Context: an optimization exercise on an open-source flow, tuned for small area, a short achievable clock period and few clock cycles per item. The choices shown serve that exercise and are no tape-out recipe. Function was checked by simulation only, so behaviour that the tests miss may differ from the original. Power figures rest on the tool's default switching activity, not on a simulated workload.

## mac_array
module mac_array #(
  parameter int DATA_WIDTH = 8,
  parameter int ACC_WIDTH  = 16,
  parameter int NUM_LANES  = 8,
  parameter int VEC_LEN    = 8,
  parameter int SIGNED     = 1
) (
  input  logic                           clk,
  input  logic                           rst_n,
  input  logic                           clr,
  input  logic                           in_valid,
  output logic                           in_ready,
  input  logic [NUM_LANES*DATA_WIDTH-1:0] a_in,
  input  logic [DATA_WIDTH-1:0]          b_in,
  input  logic                           sat_en,
  output logic                           out_valid,
  input  logic                           out_ready,
  output logic [NUM_LANES*ACC_WIDTH-1:0] acc_out,
  output logic [NUM_LANES-1:0]           overflow,
  output logic                           busy
);
  logic [2:0] cnt;             
  logic v1;                    
  logic first, last, sat;      
  logic first_n;               
  logic [11:0] benc, benc_n;   
  logic [11:0] benc_d;
  logic hold, accept, step;
  logic blk;                   
  logic v1_n, ov_n;
  assign benc_d = mac_pkg::booth_enc(b_in);
  assign hold = out_valid && !out_ready;
  assign step = v1 && !hold;
  assign in_ready = !clr && !(blk && !out_ready);
  assign accept = in_valid && in_ready;
  assign busy = (cnt != 3'd0) || (v1 && last) || out_valid;
  always_comb begin
    v1_n = v1;
    ov_n = out_valid;
    if (clr) begin
      v1_n = 1'b0;
      ov_n = 1'b0;
    end else begin
      if (accept) v1_n = 1'b1;
      else if (step) v1_n = 1'b0;
      if (step && last) ov_n = 1'b1;
      else if (out_valid && out_ready) ov_n = 1'b0;
    end
  end
  ...
Size in the first run: roughly 2,600 cells after synthesis, about 250 flip-flops, roughly 220 I/O pins, roughly 0.026 sq mm of cells after synthesis.
clock: 6.0 ns
lec_check: 0
cap_margin: 20
core_margin: 2
core_utilization: 40
setup_slack_margin: 1.6
slew_margin: 20
tns_end_percent: 25
standard.sh (not shown) runs the stock make flow with config.mk's settings and CLKGATE_MAP_FILE= SYNTH_SCRIPT=/design/flow/synth_recipe.tcl, a recipe that flattens the netlist after the stock synthesis.
==> flow/flow/run.sh <==
#!/bin/bash
# Own layout flow: the standard layout (standard synthesis unchanged), with each port buffered
# by a buf_2 instead of the default delay-buffer cell. The make output goes to flow_make.log here.
set -euo pipefail
cd "$(dirname "$0")/.."
bash standard.sh 'BUFFER_PORTS_ARGS=-buffer_cell sky130_fd_sc_hd__buf_2' finish > flow_make.log 2>&1
Testbench counts at the start, summed over its fixed seeds: cycles 3,088, vectors 384.
Next try:
==> flow/flow/run.sh (replaced) <==
#!/bin/bash
# Own layout flow: the standard layout (standard synthesis unchanged), with each port buffered
# by a buf_2 instead of the default delay-buffer cell, and with timing repair free to resize a cell
# to any cell of the same function (not only the same footprint).
# The make output goes to flow_make.log here.
set -euo pipefail
cd "$(dirname "$0")/.."
bash standard.sh 'BUFFER_PORTS_ARGS=-buffer_cell sky130_fd_sc_hd__buf_2' 'MATCH_CELL_FOOTPRINT=0' finish > flow_make.log 2>&1
--- a/flow/config.mk
+++ b/flow/config.mk
@@ -10,3 +10,3 @@
 export CORE_UTILIZATION = 40
-export SETUP_SLACK_MARGIN = 1.6
+export SETUP_SLACK_MARGIN = 2.0
 export SLEW_MARGIN = 20
Routed wire length rose by 4.9%.
Total power is higher by 13%.
Fmax went up by 4.9%.
Clock-buffer cell count is unchanged.
Worst setup slack gets better by 0.20 ns.
Final cell count goes up by 2.6%.
Final area grows by 7.8%.
Next try:
==> flow/flow/run.sh (replaced) <==
#!/bin/bash
# Own layout flow: the standard layout (standard synthesis unchanged), with each port buffered
# by a buf_2 instead of the default delay-buffer cell. The make output goes to flow_make.log here.
set -euo pipefail
cd "$(dirname "$0")/.."
bash standard.sh 'BUFFER_PORTS_ARGS=-buffer_cell sky130_fd_sc_hd__buf_2' finish > flow_make.log 2>&1
--- a/flow/config.mk
+++ b/flow/config.mk
@@ -10,4 +10,3 @@
 export CORE_UTILIZATION = 40
-export SETUP_SLACK_MARGIN = 2.0
+export SETUP_SLACK_MARGIN = 1.8
 export SLEW_MARGIN = 20
-export TNS_END_PERCENT = 25
=> The new run passed the timing, DRC and antenna checks; hold slack got worse by 0.039 ns; combinational power came out lower by about 6%; routed wire length decreases by about 2.5%; total power falls by 4.2%; flip-flop and latch count does not change; synthesized area stays the same; die area stays the same; global-route usage falls by 1.5 points.

========
## run A
mac_array, a different RTL version from the one above (not shown whole).
Size: roughly 3,000 cells after synthesis, ~450 flip-flops.
clock: 6.0 ns
lec_check: 0
cap_margin: 20
core_margin: 2
core_utilization: 40
setup_slack_margin: 2.5
slew_margin: 20
run.sh (not shown) runs the stock make flow with config.mk's settings and CLKGATE_MAP_FILE= SYNTH_SCRIPT=/design/flow/synth_recipe.tcl, a recipe that flattens the netlist after the stock synthesis.
Stock flow here: none of the scripts above is used.
Every stage of the flow completed for run A, and the final layout passed the timing, DRC and antenna checks.
Testbench counts of run A, summed over its fixed seeds: cycles 3,096, vectors 384.
The following lists how run B was set up differently from run A:
Settings: changing SETUP_SLACK_MARGIN from 2.5 to 3.0.
==> flow/flow/run.sh (new file) <==
#!/bin/bash
# Own layout flow: the standard layout (standard synthesis unchanged), with each port buffered
# by a buf_2 instead of the default delay-buffer cell. The make output goes to flow_make.log here.
set -euo pipefail
cd "$(dirname "$0")/.."
bash standard.sh 'BUFFER_PORTS_ARGS=-buffer_cell sky130_fd_sc_hd__buf_2' finish > flow_make.log 2>&1
==> flow/standard.sh (new file) <==
#!/bin/bash
# synth_recipe.tcl (not shown) runs the flow's synth.tcl, then flattens the netlist and writes it again
# the make line also repeats each setting of config.mk as NAME=value (left out here)
make -C /OpenROAD-flow-scripts/flow DESIGN_CONFIG=/design/flow/config.mk WORK_HOME=/design/flow/orfs CLKGATE_MAP_FILE= SYNTH_SCRIPT=/design/flow/synth_recipe.tcl "${@:-finish}"
removed: flow/run.sh
==> comparison <==
Between run A and run B, the flow reports total power decreasing by a few percent.
Going from run A to run B, multi-input logic portion of the cell area grows by 1.6 points.
Hold slack for run B is lower than for run A.
In the flow results for run B and run A, the via count is larger on run A.
Relative to run A, the number of diodes added for antenna fixing of run B is lower by 3.
Higher non-clock buffer count was reported by run A, not run B.
Relative to run A, run B improves worst-case setup margin in the final layout.
Wire length | run B below run A
Highest clock frequency the design can meet ended up 4.5% higher on run B than on run A.
Compared to run A, run B has first-pass GRT wire length 7300 um lower.
The run showing the greater worst max-slew margin expressed relative to the limit is run B.
Here is what was changed in the inputs of run C compared with run B.
Settings: changing SETUP_SLACK_MARGIN from 3.0 to 2.5.
==> run summary <==
Row final wirelength: run C higher / run B lower
Logic gate share of total power (lower): run B
In terms of sequential power, run C and run B differ only marginally.
Placement-stage worst setup slack delta for run C relative to run B: 0.044 ns higher
Against run B, area of the multi-input gates in run C rose slightly.
From run B to run C the numbers moved as follows: slew at the pin closest to its max-slew limit rose by 0.11 ns; non-clock inverter count in the final layout fell by about 0.6%.

========
## delta
Another version of the RTL of mac_array (not shown whole).
For scale: roughly 220 flip-flops, roughly 220 I/O pins, roughly 26000 sq um of cells after synthesis.
// mac_array
module mac_array #(
  parameter int DATA_WIDTH = 8,
  parameter int ACC_WIDTH  = 16,
  parameter int NUM_LANES  = 8,
  parameter int VEC_LEN    = 8,
  parameter int SIGNED     = 1
) (
  input  logic                           clk,
  input  logic                           rst_n,
  input  logic                           clr,
  input  logic                           in_valid,
  output logic                           in_ready,
  input  logic [NUM_LANES*DATA_WIDTH-1:0] a_in,
  input  logic [DATA_WIDTH-1:0]          b_in,
  input  logic                           sat_en,
  output logic                           out_valid,
  input  logic                           out_ready,
  output logic [NUM_LANES*ACC_WIDTH-1:0] acc_out,
  output logic [NUM_LANES-1:0]           overflow,
  output logic                           busy
);
==> flow/config.mk <==
export PLATFORM = sky130hd
export DESIGN_NAME = mac_array
export DESIGN_NICKNAME = mac_array
export VERILOG_FILES = /design/flow/design.v
export SDC_FILE = /design/flow/constraint.sdc
export NUM_CORES = 4
export LEC_CHECK = 0
export CAP_MARGIN = 20
export CORE_MARGIN = 2
export CORE_UTILIZATION = 40
export SLEW_MARGIN = 20
==> flow/constraint.sdc <==
create_clock -name core_clock -period 6.0 [get_ports {clk}]
set_input_delay 1.2000 -clock core_clock [delete_from_list [all_inputs] [get_ports {clk}]]
set_output_delay 1.2000 -clock core_clock [all_outputs]
set_load 0.01 [all_outputs]
Stock flow here: none of the scripts above is used.
Testbench counts of delta, summed over its fixed seeds: cycles 3,088, vectors 384.
diff inputs: delta => amber
- swapping 40 for 60 in CORE_UTILIZATION
- putting SETUP_SLACK_MARGIN at 2.0 where nothing was set
Notes after the runs:
Compared amber vs delta, and number of rows created at floorplan is down in amber.
From delta to amber the numbers moved as follows: final standard cell utilization of the core increased 33 points; total chip power rose 34%; routed wire length on met2 increased by about 11% relative to the old numbers; area of all placed cells without fillers increased about 15%; post-layout worst setup margin higher.

========
P:
mac_array with an RTL version that a note above also has.
Size: ~250 flip-flops, about 26000 um2 of cells after synthesis.
==> flow/config.mk <==
export PLATFORM = sky130hd
export DESIGN_NAME = mac_array
export DESIGN_NICKNAME = mac_array
export VERILOG_FILES = /design/flow/design.v
export SDC_FILE = /design/flow/constraint.sdc
export NUM_CORES = 4
export LEC_CHECK = 0
export CAP_MARGIN = 20
export CORE_MARGIN = 2
export CORE_UTILIZATION = 40
export SETUP_SLACK_MARGIN = 2.5
export SLEW_MARGIN = 20
==> flow/constraint.sdc <==
create_clock -name core_clock -period 6.0 [get_ports {clk}]
set_input_delay 1.2000 -clock core_clock [delete_from_list [all_inputs] [get_ports {clk}]]
set_output_delay 1.2000 -clock core_clock [all_outputs]
set_load 0.01 [all_outputs]
standard.sh (not shown) runs the stock make flow with config.mk's settings and CLKGATE_MAP_FILE= SYNTH_SCRIPT=/design/flow/synth_recipe.tcl, a recipe that flattens the netlist after the stock synthesis.
==> flow/flow/run.sh <==
#!/bin/bash
# Own layout flow: the standard layout (standard synthesis unchanged), with each port buffered
# by a buf_2 instead of the default delay-buffer cell, and with Yosys/ABC's buffers removed at
# floorplan instead of a timing repair before placement (timing is repaired after placement).
# The make output goes to flow_make.log here.
set -euo pipefail
cd "$(dirname "$0")/.."
bash standard.sh 'BUFFER_PORTS_ARGS=-buffer_cell sky130_fd_sc_hd__buf_2' 'REMOVE_ABC_BUFFERS=1' finish > flow_make.log 2>&1
P completed end to end with timing, DRC and antenna clean.
Testbench counts of P, summed over its fixed seeds: cycles 3,088, vectors 384.
#### Input delta (Q over P)
Settings: setting TNS_END_PERCENT to 25 for the first time; changing SETUP_SLACK_MARGIN from 2.5 to 2.0.
==> flow/flow/run.sh <==
#!/bin/bash
# Own layout flow: the standard layout (standard synthesis unchanged), with each port buffered
# by a buf_2 instead of the default delay-buffer cell. The make output goes to flow_make.log here.
set -euo pipefail
cd "$(dirname "$0")/.."
bash standard.sh 'BUFFER_PORTS_ARGS=-buffer_cell sky130_fd_sc_hd__buf_2' finish > flow_make.log 2>&1
Notes after the runs:
Q: initial antenna violation count 1 below P. On clock power, Q tracks P almost exactly. Delta (Q minus P): xor and xnor area share after synthesis flat; worst setup slack +0.057 ns; post-placement cell area barely changed. Part of the Yosys area used for sequential elements delta (Q -> P): insignificant. Delta (Q minus P): power now sits lower; fill cell total of the finished layout rose by 398.
Edits applied to the flow inputs when going from Q to R:
Settings: SETUP_SLACK_MARGIN changed from 2.0 to 1.8; TNS_END_PERCENT changed from 25 to 10.
==> flow/flow/run.sh <==
#!/bin/bash
# Own layout flow: the standard layout (standard synthesis unchanged), with each port buffered
# by a buf_2 instead of the default delay-buffer cell, and with timing repair free to resize a cell
# to any cell of the same function (not only the same footprint).
# The make output goes to flow_make.log here.
set -euo pipefail
cd "$(dirname "$0")/.."
bash standard.sh 'BUFFER_PORTS_ARGS=-buffer_cell sky130_fd_sc_hd__buf_2' 'MATCH_CELL_FOOTPRINT=0' finish > flow_make.log 2>&1
Notes after the runs:
- Combinational power delta for R relative to Q: about 7% lower
- R vs. Q: internal portion of total power went down by about 5.7%.
- Clock power share (R over Q): increase, 0.5 points
- Between Q and R, the flow reports cell area decreasing by a few percent.
- Switching power (higher): Q
- Between R and Q, the multi-input combinational area share does not differ in any meaningful way.
Input changes introduced in S (baseline for comparison: R):
Settings: SETUP_SLACK_MARGIN now 1.6, was 1.8; TNS_END_PERCENT no longer set, was 10.
==> flow/flow/run.sh <==
#!/bin/bash
# Own layout flow: the standard layout (standard synthesis unchanged), with each port buffered
# by a buf_2 instead of the default delay-buffer cell. The make output goes to flow_make.log here.
set -euo pipefail
cd "$(dirname "$0")/.."
bash standard.sh 'BUFFER_PORTS_ARGS=-buffer_cell sky130_fd_sc_hd__buf_2' finish > flow_make.log 2>&1
--- outcome ---
Final area: S vs R down about 4%. Looking at power dissipated in combinational cells, S sits about 9% lower than R does. In the metrics for R and S, the one carrying the lower total net switching power is S. Count of mapped cells out of synthesis came out exactly the same in R and S. In the tables for R and S, final wirelength reads lower with S.
#### Input delta (T over S)
Settings: TNS_END_PERCENT newly set to 25; SETUP_SLACK_MARGIN changed from 1.6 to 1.8.
Results
- According to the power report, total power for T is higher than for S.
- Compared with S, T shows combinational power that has gone up by a few percent.
- From S to T the numbers moved as follows: required time reported for the critical path endpoint neither gained nor lost much, number of standard cells in the layout, taps in and fillers out picked up an extra 1.1%, final routed wire length divided by cell count picked up an extra 0.27 um, first-iteration DRC count lost about 9%, summed area of non-filler cells in the final layout picked up an extra 2.5%.
- From T to S, number of clock sinks seen by CTS did not move at all.
- T vs. S: final critical-path setup slack rose 0.11 ns, share of cell area taken by flip-flops and latches went down by 0.60 points.

-- what the ideal ports hide --
How much do the figures lean on ideal ports? The routed layouts below were timed once more, with nothing changed but the port constraints.
Step 1, drivers: a clkbuf_16 drives clk and a buf_2 each remaining input, both assumed.
Step 2 times the ports against the registers' clock, not the clock port: input delays grow and output delays shrink by t, the midpoint of the rising clock arrivals with the driver on.
Slacks: ideal / step 1 / step 2; pairs: ideal / step 1.
run	t, ns	setup WS [ns]	worst hold slack (ns)	worst slew at a driven data input, ns	pins driven straight from the clock port
the first run of note 1	0.601	1.656 / 1.656 / 1.656	0.462 / 0.424 / 0.507	0.11	1
the second run of note 1	0.608	1.859 / 1.859 / 1.859	0.467 / 0.425 / 0.507	0.11	1
the third run of note 1	0.647	1.854 / 1.854 / 1.854	0.428 / 0.389 / 0.525	0.12	1
run A	0.680	2.232 / 2.232 / 2.194	0.416 / 0.416 / 0.416	0.09	1
run B	0.669	2.395 / 2.395 / 2.395	0.407 / 0.363 / 0.421	0.08	1
run C	0.674	2.260 / 2.260 / 2.220	0.395 / 0.353 / 0.420	0.09	1
delta	0.656	0.681 / 0.681 / 0.681	0.552 / 0.552 / 0.552	0.11	1
amber	0.639	1.265 / 1.265 / 1.265	0.559 / 0.559 / 0.559	0.10	1
P	0.675	1.796 / 1.796 / 1.796	0.384 / 0.348 / 0.529	0.11	1
Q	0.608	1.853 / 1.853 / 1.853	0.465 / 0.422 / 0.507	0.11	1
R	0.612	1.814 / 1.814 / 1.814	0.465 / 0.421 / 0.507	0.11	1
S	0.602	1.724 / 1.724 / 1.724	0.467 / 0.432 / 0.518	0.12	1
T	0.608	1.834 / 1.834 / 1.834	0.467 / 0.423 / 0.509	0.11	1
After both steps every run listed still meets setup and hold. The setup slack of run C, which loses most, moves by 0.000 ns with the drivers and by -0.040 ns with both steps.
